Context: an optimization exercise on an open-source flow, tuned for small area, a short achievable clock period and few clock cycles. The choices shown serve that exercise and are no tape-out recipe.
Only simulation tests tie the RTL to the original design; equivalence was not proved.
Power figures rest on the tool's default switching activity, not on a simulated workload.

==> design/flow/design.v <==
package gis_pkg;
   localparam int MAX_KEPT   = 64;
   localparam int COORD_BITS = 12;
   localparam int POS_W  = COORD_BITS;
   localparam int SIZE_W = COORD_BITS + 1;
   localparam int EDGE_W = SIZE_W + 1;
   localparam int SPAN_W = EDGE_W;
   localparam int AREA_W = 2 * SIZE_W;
   localparam int INNER_W = 2 * SPAN_W;
   localparam int UNI_W  = INNER_W + 1;
   localparam int Q_BITS = 8;
   localparam int CNT_W  = $clog2(MAX_KEPT + 1);
   localparam int ADDR_W = (MAX_KEPT > 1) ? $clog2(MAX_KEPT) : 1;
   localparam int THR_W = 9;
   localparam int LIM_W = 13;
   localparam int RHS_W = THR_W + UNI_W - 1;
   localparam int ASP_W = LIM_W + SIZE_W;
   localparam int CSR_ADDR_W = 1;
   localparam int CSR_DATA_W = LIM_W;
   localparam logic [CSR_ADDR_W-1:0] CSR_OVERLAP_THR  = 1'd0;
   localparam logic [CSR_ADDR_W-1:0] CSR_ASPECT_LIMIT = 1'd1;
   localparam logic [THR_W-1:0] THR_RESET = 9'd128;
   localparam logic [LIM_W-1:0] LIM_RESET = 13'd8;
   localparam logic [1:0] VERDICT_KEPT    = 2'd0;
   localparam logic [1:0] VERDICT_OVERLAP = 2'd1;
   localparam logic [1:0] VERDICT_ASPECT  = 2'd2;
   localparam logic [1:0] VERDICT_FULL    = 2'd3;
   localparam logic [CNT_W-1:0] MAX_KEPT_C = CNT_W'(MAX_KEPT);
   typedef struct packed {
      logic [POS_W-1:0]  box_left;
      logic [POS_W-1:0]  box_top;
      logic [SIZE_W-1:0] box_width;
      logic [SIZE_W-1:0] box_height;
      logic              starts_set;
   } req_type;
   typedef struct packed {
      logic             accepted;
      logic [1:0]       verdict;
      logic [CNT_W-1:0] accepted_total;
   } rsp_type;
   typedef struct packed {
      logic [POS_W-1:0]  left;
      logic [POS_W-1:0]  top;
      logic [SIZE_W-1:0] width;
      logic [SIZE_W-1:0] height;
   } entry_type;
   typedef struct packed {
      logic clear;
      logic issue;
   } ovl_ctrl_type;
   typedef struct packed {
      logic busy;
      logic hit;
   } ovl_stat_type;
endpackage
module gis_ram #(
   parameter int WIDTH  = 8,
   parameter int DEPTH  = 64,
   parameter int ADDR_W = (DEPTH > 1) ? $clog2(DEPTH) : 1
) (
   input  logic              clock,
   input  logic              wr_en,
   input  logic [ADDR_W-1:0] wr_addr,
   input  logic [WIDTH-1:0]  wr_data,
   input  logic              rd_en,
   input  logic [ADDR_W-1:0] rd_addr,
   output logic [WIDTH-1:0]  rd_data
);
   logic [WIDTH-1:0] mem_ff [DEPTH];
   logic [WIDTH-1:0] rd_data_ff;
   always_ff @(posedge clock) begin
      if (wr_en) begin
         mem_ff[wr_addr] <= wr_data;
      end
      if (rd_en) begin
         rd_data_ff <= mem_ff[rd_addr];
      end
   end
   assign rd_data = rd_data_ff;
endmodule
import gis_pkg::*;
module gis_overlap (
   input  logic                     clock,
   input  logic                     reset,
   input  gis_pkg::ovl_ctrl_type    ctrl,
   input  gis_pkg::entry_type       box,
   input  logic [gis_pkg::THR_W-1:0] thr,
   input  gis_pkg::entry_type       rd_data,
   output gis_pkg::ovl_stat_type    stat
);
   function automatic logic [SPAN_W-1:0] span_len(
      input logic [POS_W-1:0]  a0,
      input logic [SIZE_W-1:0] aw,
      input logic [POS_W-1:0]  b0,
      input logic [SIZE_W-1:0] bw
   );
      logic [EDGE_W-1:0] a_lo, b_lo, a_hi, b_hi, lo, hi;
      logic [EDGE_W:0]   diff;
      a_lo = {{(EDGE_W-POS_W){1'b0}}, a0};
      b_lo = {{(EDGE_W-POS_W){1'b0}}, b0};
      a_hi = a_lo + {{(EDGE_W-SIZE_W){1'b0}}, aw};
      b_hi = b_lo + {{(EDGE_W-SIZE_W){1'b0}}, bw};
      lo   = (a_lo > b_lo) ? a_lo : b_lo;
      hi   = (a_hi < b_hi) ? a_hi : b_hi;
      diff = {1'b0, hi} + {{EDGE_W{1'b0}}, 1'b1} - {1'b0, lo};
      span_len = (hi >= lo) ? diff[SPAN_W-1:0] : '0;
   endfunction
   logic                      v_rd_ff, v1_ff, v2_ff, v3_ff, v4_ff;
   logic [AREA_W-1:0]         box_area_ff;
   logic [SPAN_W-1:0]         s1_iw_ff, s1_ih_ff;
   logic [SIZE_W-1:0]         s1_sw_ff, s1_sh_ff;
   logic [INNER_W-1:0]        s2_inner_ff;
   logic [AREA_W-1:0]         s2_sarea_ff;
   logic [INNER_W-1:0]        s3_inner_ff;
   logic signed [UNI_W-1:0]   s3_uni_ff;
   logic signed [UNI_W-1:0]   uni_in;
   logic [INNER_W-1:0]        s4_inner_ff;
   logic [RHS_W-1:0]          s4_rhs_ff;
   logic                      s4_pos_ff, s4_zero_ff;
   logic [RHS_W-1:0]          lhs;
   logic                      over;
   logic                      hit_ff;
   always_ff @(posedge clock) begin
      if (reset) begin
         v_rd_ff <= 1'b0;
         v1_ff   <= 1'b0;
         v2_ff   <= 1'b0;
         v3_ff   <= 1'b0;
         v4_ff   <= 1'b0;
      end else begin
         v_rd_ff <= ctrl.issue;
         v1_ff   <= v_rd_ff;
         v2_ff   <= v1_ff;
         v3_ff   <= v2_ff;
         v4_ff   <= v3_ff;
      end
   end
   assign uni_in = $signed({{(UNI_W-AREA_W){1'b0}}, box_area_ff})
                 + $signed({{(UNI_W-AREA_W){1'b0}}, s2_sarea_ff})
                 - $signed({1'b0, s2_inner_ff});
   always_ff @(posedge clock) begin
      box_area_ff <= AREA_W'(box.width) * AREA_W'(box.height);
      s1_iw_ff    <= span_len(box.left, box.width, rd_data.left, rd_data.width);
      s1_ih_ff    <= span_len(box.top, box.height, rd_data.top, rd_data.height);
      s1_sw_ff    <= rd_data.width;
      s1_sh_ff    <= rd_data.height;
      s2_inner_ff <= INNER_W'(s1_iw_ff) * INNER_W'(s1_ih_ff);
      s2_sarea_ff <= AREA_W'(s1_sw_ff) * AREA_W'(s1_sh_ff);
      s3_inner_ff <= s2_inner_ff;
      s3_uni_ff   <= uni_in;
      s4_inner_ff <= s3_inner_ff;
      s4_pos_ff   <= !s3_uni_ff[UNI_W-1] && (s3_uni_ff != '0);
      s4_zero_ff  <= (s3_uni_ff == '0);
      s4_rhs_ff   <= {{(RHS_W-THR_W){1'b0}}, thr}
                   * {{(RHS_W-UNI_W+1){1'b0}}, s3_uni_ff[UNI_W-2:0]};
   end
   assign lhs  = {{(RHS_W-INNER_W-Q_BITS){1'b0}}, s4_inner_ff, {Q_BITS{1'b0}}};
   assign over = (s4_pos_ff && (lhs > s4_rhs_ff)) || (s4_zero_ff && (s4_inner_ff != '0));
   always_ff @(posedge clock) begin
      if (reset || ctrl.clear) begin
         hit_ff <= 1'b0;
      end else if (v4_ff && over) begin
         hit_ff <= 1'b1;
      end
   end
   assign stat.busy = v_rd_ff | v1_ff | v2_ff | v3_ff | v4_ff;
   assign stat.hit  = hit_ff;
endmodule
import gis_pkg::*;
module greedy_iou_box_suppressor_top (
   input  logic                           clock,
   input  logic                           reset,
   input  logic                           req_valid,
   output logic                           req_ready,
   input  logic [50:0]                    req_data,
   output logic                           rsp_valid,
   input  logic                           rsp_ready,
   output logic [9:0]                     rsp_data,
   input  logic                           csr_we,
   input  logic [gis_pkg::CSR_ADDR_W-1:0] csr_addr,
   input  logic [gis_pkg::CSR_DATA_W-1:0] csr_wdata
);
   gis_pkg::req_type          req_s;
   assign req_s = req_data;
   localparam logic [1:0] S_IDLE   = 2'd0;
   localparam logic [1:0] S_SCAN   = 2'd1;
   localparam logic [1:0] S_DRAIN  = 2'd2;
   localparam logic [1:0] S_DECIDE = 2'd3;
   logic [1:0]       state_ff, state_in;
   logic [CNT_W-1:0] count_ff, count_in;
   logic [CNT_W-1:0] idx_ff, idx_in;
   gis_pkg::entry_type        box_ff;
   logic             first_ff;
   logic [THR_W-1:0] thr_ff;
   logic [LIM_W-1:0] lim_ff;
   logic [ASP_W-1:0] lim_h_ff, lim_w_ff;
   logic             rsp_valid_ff, rsp_valid_in;
   gis_pkg::rsp_type          rsp_ff, rsp_in;
   logic             accept, commit, aspect_bad;
   logic [CNT_W-1:0] eff_count;
   logic [1:0]       verdict_c;
   gis_pkg::ovl_ctrl_type     ovl_ctrl;
   gis_pkg::ovl_stat_type     ovl_stat;
   gis_pkg::entry_type        rd_data;
   gis_pkg::entry_type        req_box;
   assign req_ready = (state_ff == S_IDLE);
   assign accept    = req_valid && req_ready;
   assign commit    = (state_ff == S_DECIDE) && (!rsp_valid_ff || rsp_ready);
   assign req_box.left   = req_s.box_left;
   assign req_box.top    = req_s.box_top;
   assign req_box.width  = req_s.box_width;
   assign req_box.height = req_s.box_height;
   assign ovl_ctrl.clear = accept;
   assign ovl_ctrl.issue = (state_ff == S_SCAN) && (idx_ff != count_ff);
   always_ff @(posedge clock) begin
      if (reset) begin
         thr_ff <= THR_RESET;
         lim_ff <= LIM_RESET;
      end else if (csr_we) begin
         unique case (csr_addr)
            CSR_OVERLAP_THR:  thr_ff <= csr_wdata[THR_W-1:0];
            CSR_ASPECT_LIMIT: lim_ff <= csr_wdata[LIM_W-1:0];
            default: ;
         endcase
      end
   end
   always_ff @(posedge clock) begin
      lim_h_ff <= ASP_W'(lim_ff) * ASP_W'(box_ff.height);
      lim_w_ff <= ASP_W'(lim_ff) * ASP_W'(box_ff.width);
   end
   assign aspect_bad = ({{(ASP_W-SIZE_W){1'b0}}, box_ff.width} >= lim_h_ff)
                    || ({{(ASP_W-SIZE_W){1'b0}}, box_ff.height} >= lim_w_ff);
   assign eff_count = first_ff ? '0 : count_ff;
   always_comb begin
      if (first_ff) begin
         verdict_c = VERDICT_KEPT;
      end else if (ovl_stat.hit) begin
         verdict_c = VERDICT_OVERLAP;
      end else if (aspect_bad) begin
         verdict_c = VERDICT_ASPECT;
      end else begin
         verdict_c = VERDICT_KEPT;
      end
      if ((verdict_c == VERDICT_KEPT) && (eff_count >= MAX_KEPT_C)) begin
         verdict_c = VERDICT_FULL;
      end
   end
   always_comb begin
      state_in     = state_ff;
      idx_in       = idx_ff;
      count_in     = count_ff;
      rsp_valid_in = rsp_valid_ff;
      rsp_in       = rsp_ff;
      if (rsp_ready) begin
         rsp_valid_in = 1'b0;
      end
      unique case (state_ff)
         S_IDLE: begin
            idx_in = '0;
            if (accept) begin
               state_in = req_s.starts_set ? S_DECIDE : S_SCAN;
            end
         end
         S_SCAN: begin
            if (idx_ff == count_ff) begin
               state_in = S_DRAIN;
            end else begin
               idx_in = idx_ff + CNT_W'(1);
            end
         end
         S_DRAIN: begin
            if (!ovl_stat.busy) begin
               state_in = S_DECIDE;
            end
         end
         S_DECIDE: begin
            if (commit) begin
               count_in = (verdict_c == VERDICT_KEPT) ? eff_count + CNT_W'(1) : eff_count;
               rsp_valid_in          = 1'b1;
               rsp_in.accepted       = (verdict_c == VERDICT_KEPT);
               rsp_in.verdict        = verdict_c;
               rsp_in.accepted_total = count_in;
               state_in              = S_IDLE;
            end
         end
         default: state_in = S_IDLE;
      endcase
   end
   always_ff @(posedge clock) begin
      if (reset) begin
         state_ff     <= S_IDLE;
         count_ff     <= '0;
         idx_ff       <= '0;
         rsp_valid_ff <= 1'b0;
      end else begin
         state_ff     <= state_in;
         count_ff     <= count_in;
         idx_ff       <= idx_in;
         rsp_valid_ff <= rsp_valid_in;
      end
   end
   always_ff @(posedge clock) begin
      rsp_ff <= rsp_in;
      if (accept) begin
         box_ff   <= req_box;
         first_ff <= req_s.starts_set;
      end
   end
   gis_ram #(
      .WIDTH  (2 * gis_pkg::POS_W + 2 * gis_pkg::SIZE_W),
      .DEPTH  (MAX_KEPT),
      .ADDR_W (ADDR_W)
   ) u_store (
      .clock   (clock),
      .wr_en   (commit && (verdict_c == VERDICT_KEPT)),
      .wr_addr (eff_count[ADDR_W-1:0]),
      .wr_data (box_ff),
      .rd_en   (ovl_ctrl.issue),
      .rd_addr (idx_ff[ADDR_W-1:0]),
      .rd_data (rd_data)
   );
   gis_overlap u_overlap (
      .clock   (clock),
      .reset   (reset),
      .ctrl    (ovl_ctrl),
      .box     (box_ff),
      .thr     (thr_ff),
      .rd_data (rd_data),
      .stat    (ovl_stat)
   );
   assign rsp_valid = rsp_valid_ff;
   assign rsp_data  = rsp_ff;
endmodule
==> design/flow/run.sh <==
#!/bin/bash
# synth_recipe.tcl (not shown) runs the flow's synth.tcl, then flattens the netlist and writes it again
# the make line also repeats each setting of config.mk as NAME=value (left out here)
make -C /OpenROAD-flow-scripts/flow DESIGN_CONFIG=/design/flow/config.mk WORK_HOME=/design/flow/orfs CLKGATE_MAP_FILE= SYNTH_SCRIPT=/design/flow/synth_recipe.tcl finish
==> design/flow/config.mk <==
export PLATFORM = sky130hd
export DESIGN_NAME = greedy_iou_box_suppressor_top
export DESIGN_NICKNAME = greedy_iou_box_suppressor_top
export VERILOG_FILES = /design/flow/design.v
export SDC_FILE = /design/flow/constraint.sdc
export NUM_CORES = 4
export LEC_CHECK = 0
export CAP_MARGIN = 20
export CORE_MARGIN = 2
export CORE_UTILIZATION = 40
export SLEW_MARGIN = 20
==> design/flow/constraint.sdc <==
create_clock -name core_clock -period 10.0 [get_ports {clock}]
set_input_delay 2.0000 -clock core_clock [delete_from_list [all_inputs] [get_ports {clock}]]
set_output_delay 2.0000 -clock core_clock [all_outputs]
set_load 0.01 [all_outputs]
==> run notes <==
where the power goes:
part           switching [uW]  internal [uW]  leakage, uW  total (uW)
clock network            6080           7770      0.00585       13800
registers                1040          18300       0.0327       19400
logic                   16400          12500       0.0322       28900
layout by cell type, fill, tap and decap left out, types with 15 or more instances in the layout:
| cell type | netlist | final |
|---|---|---|
| clkbuf_1 | 388 | 69 |
| fa_1 | 826 | 826 |
| nand4_1 | 27 | 27 |
| edfxtp_1 | 3311 | 3311 |
| nor2_4 | 1 | 65 |
| inv_6 | 0 | 16 |
| a31oi_1 | 15 | 15 |
| a21o_1 | 104 | 104 |
| xnor2_1 | 180 | 180 |
| bufinv_16 | 0 | 32 |
| mux2i_1 | 43 | 43 |
| nor4_1 | 24 | 24 |
| clkinv_2 | 0 | 66 |
| a21oi_1 | 218 | 218 |
| nor2b_1 | 54 | 54 |
| o31ai_1 | 20 | 20 |
| nand2_1 | 747 | 747 |
| o21bai_1 | 30 | 30 |
| o21a_1 | 37 | 37 |
| inv_1 | 1209 | 1208 |
| mux4_2 | 1050 | 1050 |
| and2_1 | 523 | 522 |
| nor2_1 | 267 | 203 |
| xor2_1 | 81 | 81 |
| a211oi_1 | 21 | 21 |
| nor3_1 | 58 | 58 |
| ha_1 | 695 | 695 |
| buf_12 | 0 | 45 |
| clkbuf_16 | 0 | 372 |
| dfxtp_1 | 355 | 348 |
| and3_1 | 25 | 25 |
| o21ai_0 | 116 | 116 |
| diode_2 | 0 | 34 |
| clkinv_1 | 1 | 84 |
| buf_4 | 1 | 207 |
| nand3_1 | 48 | 48 |
| nand2b_1 | 36 | 36 |
| clkdlybuf4s50_1 | 0 | 80 |
| or2_2 | 15 | 15 |
final cells by class:
type / instances / area, um2 / area share, %
flip-flops and latches: 3666 / 106600 / 53.32
multi-input cells: 5438 / 65810 / 32.93
clock buffers: 447 / 9651 / 4.829
well taps: 5928 / 7417 / 3.711
inverters: 1210 / 4543 / 2.273
repair buffers: 340 / 3412 / 1.707
clock inverters: 236 / 2379 / 1.190
diodes: 34 / 85.08 / 0.04257
registers in the layout (all words and copies together), names as in the netlist, 26 cells and up:
| register | cells |
|---|---|
| box_ff | 50 |
| u_store.mem_ff | 3200 |
| lim_h_ff | 26 |
| u_overlap.s2_inner_ff | 28 |
| u_overlap.s4_inner_ff | 28 |
| lim_w_ff | 26 |
| u_store.rd_data_ff | 50 |
| u_overlap.box_area_ff | 26 |
| u_overlap.s2_sarea_ff | 26 |
| u_overlap.s4_rhs_ff | 37 |
| u_overlap.s3_inner_ff | 28 |
| u_overlap.s3_uni_ff | 29 |
through the flow:
step                      instances  cell area (um2)  setup slack (ns)  hold slack (ns)
after global placement        16580           187600             1.643           0.3114
after floorplan               10780           178200             2.271           0.3096
after CTS                     17260           199700             1.852           0.3247
final                         17300           199900             1.759           0.3271
after detailed placement      16580           187700             1.901           0.3121
after global routing          17290           199800             1.316           0.3294
critical path: cells and delay by family, from the launching register on:
family / cells / cell delay [ns]
flip-flops: 1 / 0.45
buffers and inverters: 2 / 0.12
multiplexers: 1 / 0.37
XOR/XNOR: 2 / 0.37
AO/OA/AOI/OAI: 16 / 3.83
adder cells (fa/ha/maj): 7 / 2.36
AND/OR/NAND/NOR: 7 / 0.56
logic make-up after synthesis:
family | after synthesis
xor gates and xnor gates | 261
muxes | 1108
AOI/OAI and AO/OA | 679
adders and majority gates | 1522
and+or+nand+nor | 1868
buffers and inverters | 1679
DFF | 3666
worst max-delay path by stage:
| stage | to | slack (ns) | depth (start not counted) |
|---|---|---|---|
| 3_5_place_dp | u_overlap.s1_iw_ff[13]$_SDFF_PN0_ | 1.90 | 35 |
| 4_1_cts | u_overlap.s1_iw_ff[13]$_SDFF_PN0_ | 1.85 | 35 |
| 3_3_place_gp | u_overlap.s1_iw_ff[13]$_SDFF_PN0_ | 1.64 | 35 |
| 5_1_grt | u_overlap.s1_iw_ff[13]$_SDFF_PN0_ | 1.32 | 35 |
| 6_report | u_overlap.s1_iw_ff[13]$_SDFF_PN0_ | 1.76 | 35 |
| 2_1_floorplan | u_overlap.s1_iw_ff[13]$_SDFF_PN0_ | 2.27 | 34 |
layer usage:
metal	part of all wire [%]	vias to the layer above	GRT usage, %
met1	41	51940	31.02
met2	47	4354	35.92
met3	8.2	795	3.356
met4	4.0	8	7.938
li1	-	40220	-
met5	0.011	-	0
==> run notes <==
capturing point of the worst reg2reg path=u_overlap.s1_iw_ff[13]$_SDFF_PN0_; global route overflow=0; f_max=0.1213 GHz; status=finished clean; pin count of the biggest net entering global routing=137; Vias=97,320; area grow syn2layout=12.18%; share of cells above drive strength 1=17.32%; Final Hold Viols=0; fraction of the mapped netlist area in compound gates=2.501%; flops & latches, synth=3,666; r2r startpoint=u_store.rd_data_ff[38]$_DFFE_PP_; clock slew at reported path FFs=0.06 ns; Final Wtd Congestion=0.8718; critical path startpoint category=flip-flop; CP arrival=9.02 ns; initial core utilization=40.08%; first-pass GRT wire length=725.9 mm; Ports=82; maxcap violations=0; Rel. slew slack=17.82%; synth cell count leaders=edfxtp_1, inv_1, mux4_2, fa_1, nand2_1; Hold-fix buffers, CTS=0; Req. time, crit path=10.78 ns; drt total wl=508.1 mm; Hold Path Depth=0; clk buf depth=4; Post-Syn Area=178,200 um2; Fill cells=38,340; largest driver fanout on the critical path=5; htree depth=5; CTS root buffer=clkbuf_16; Die ar.=450,800 um2; DR WL/cell=29.37 um; largest family of logic cells by synthesized area=adder cells; Fin Setup TNS=0 ns; cells after synthesis=10,780; # DRC=0; Worst Setup End Kind=flip-flop; Final Max Tran Viols=0; Pwr Total=62,150 uW; PortBufs=81; DP Wirelength=310.8 mm; Via-to-Cell Ratio=5.626; Tcrit/Tclk final=82.41%; CTS sink count=3,666; Lkg Pwr=0.07085 uW; post-synth top area share=55.81%; Distinct cells, synth=85; Reg2Reg Setup Slack=1.76 ns; CP Class=reg -> reg; top-count cell post-synth=edfxtp_1; Synth Area in Adders=14.17%; vias in the first global route=99,750; Util after Layout=44.96%; Clock Skews=0.08820 ns; crit path from=u_store.rd_data_ff[38]$_DFFE_PP_; simple logic cell fraction of the synthesized area=5.101%; First DRT Iteration DRCs=11,320; core footprint=444,500 um2; XOR/XNOR Fraction of Synth Area=1.283%; Rows=245; GR Util All Layers=22.32%; leading area contributor after synthesis=edfxtp_1; CTS tree=built; HP Class=reg -> reg; die height=671.4 um; final setup violation count=0; Worst-Skew Late Latency=0.99 ns; synth top area cells=edfxtp_1, mux4_2, fa_1; Top FF cell, synth=edfxtp_1; Syn Nets=12,370; post-CTS setup buffers=0; Die W=671.4 um; RSZ-0062 raised after global routing=false; Worst path max stage delay=0.58 ns; drt first pass iters=7; antenna viol nets, final=0; CTS Buf Count=370; peak supply drop=0.0006335 V; hold_sp=u_overlap.s3_inner_ff[0]$_DFF_P_; Synth Area per Inst=16.52 um2; mux contribution to synthesized area=13.61%; Async SR Flop Fraction=0%; Worst Hold Path EP=u_overlap.s4_inner_ff[0]$_DFF_P_; R2R cell count=35; number of synthesized flops with an enable pin=3,311; fin nets=12,620; post_cts resized=0; Ys Warns=3; Tmin final=8.241 ns; Critical-path top delay cell=o41ai_1; pin slew with the least headroom to its limit=1.230 ns; Crit path top cell by count=ha_1; initial antenna violation count=57; Power Dens Cells=311.0 nW/um2; sequential fraction of the synthesis area=59.80%
Testbench counts, summed over its fixed seeds: cycles 112,091.

[afterwards: timing with drivers on the ports]
The results above use ideal ports. As a check the final layout listed here was re-extracted and re-timed, cells and wires unchanged.
Step 1 (the two cells are an assumption about what drives the block):
set clk [get_ports {clock}]
set_driving_cell -lib_cell sky130_fd_sc_hd__clkbuf_16 $clk
set_driving_cell -lib_cell sky130_fd_sc_hd__buf_2 [delete_from_list [all_inputs] $clk]
Step 2 times the ports against the registers' clock, not the clock port: input delays grow and output delays shrink by t, the midpoint of the rising clock arrivals with the driver on.
Three values: ideal ports, drivers, drivers and shift; two values: the first two.
t, ns: 1.050
setup slack, ns: 1.759 / 1.759 / 1.759
worst setup path at the end: register to register
latest minus earliest clock arrival (ns): 0.102 / 0.101
cell pins on the clock port's net: 1
After both steps this run still meets setup and hold. For this run, drivers alone change the setup slack by 0.000 ns; drivers and shift together by 0.000 ns.
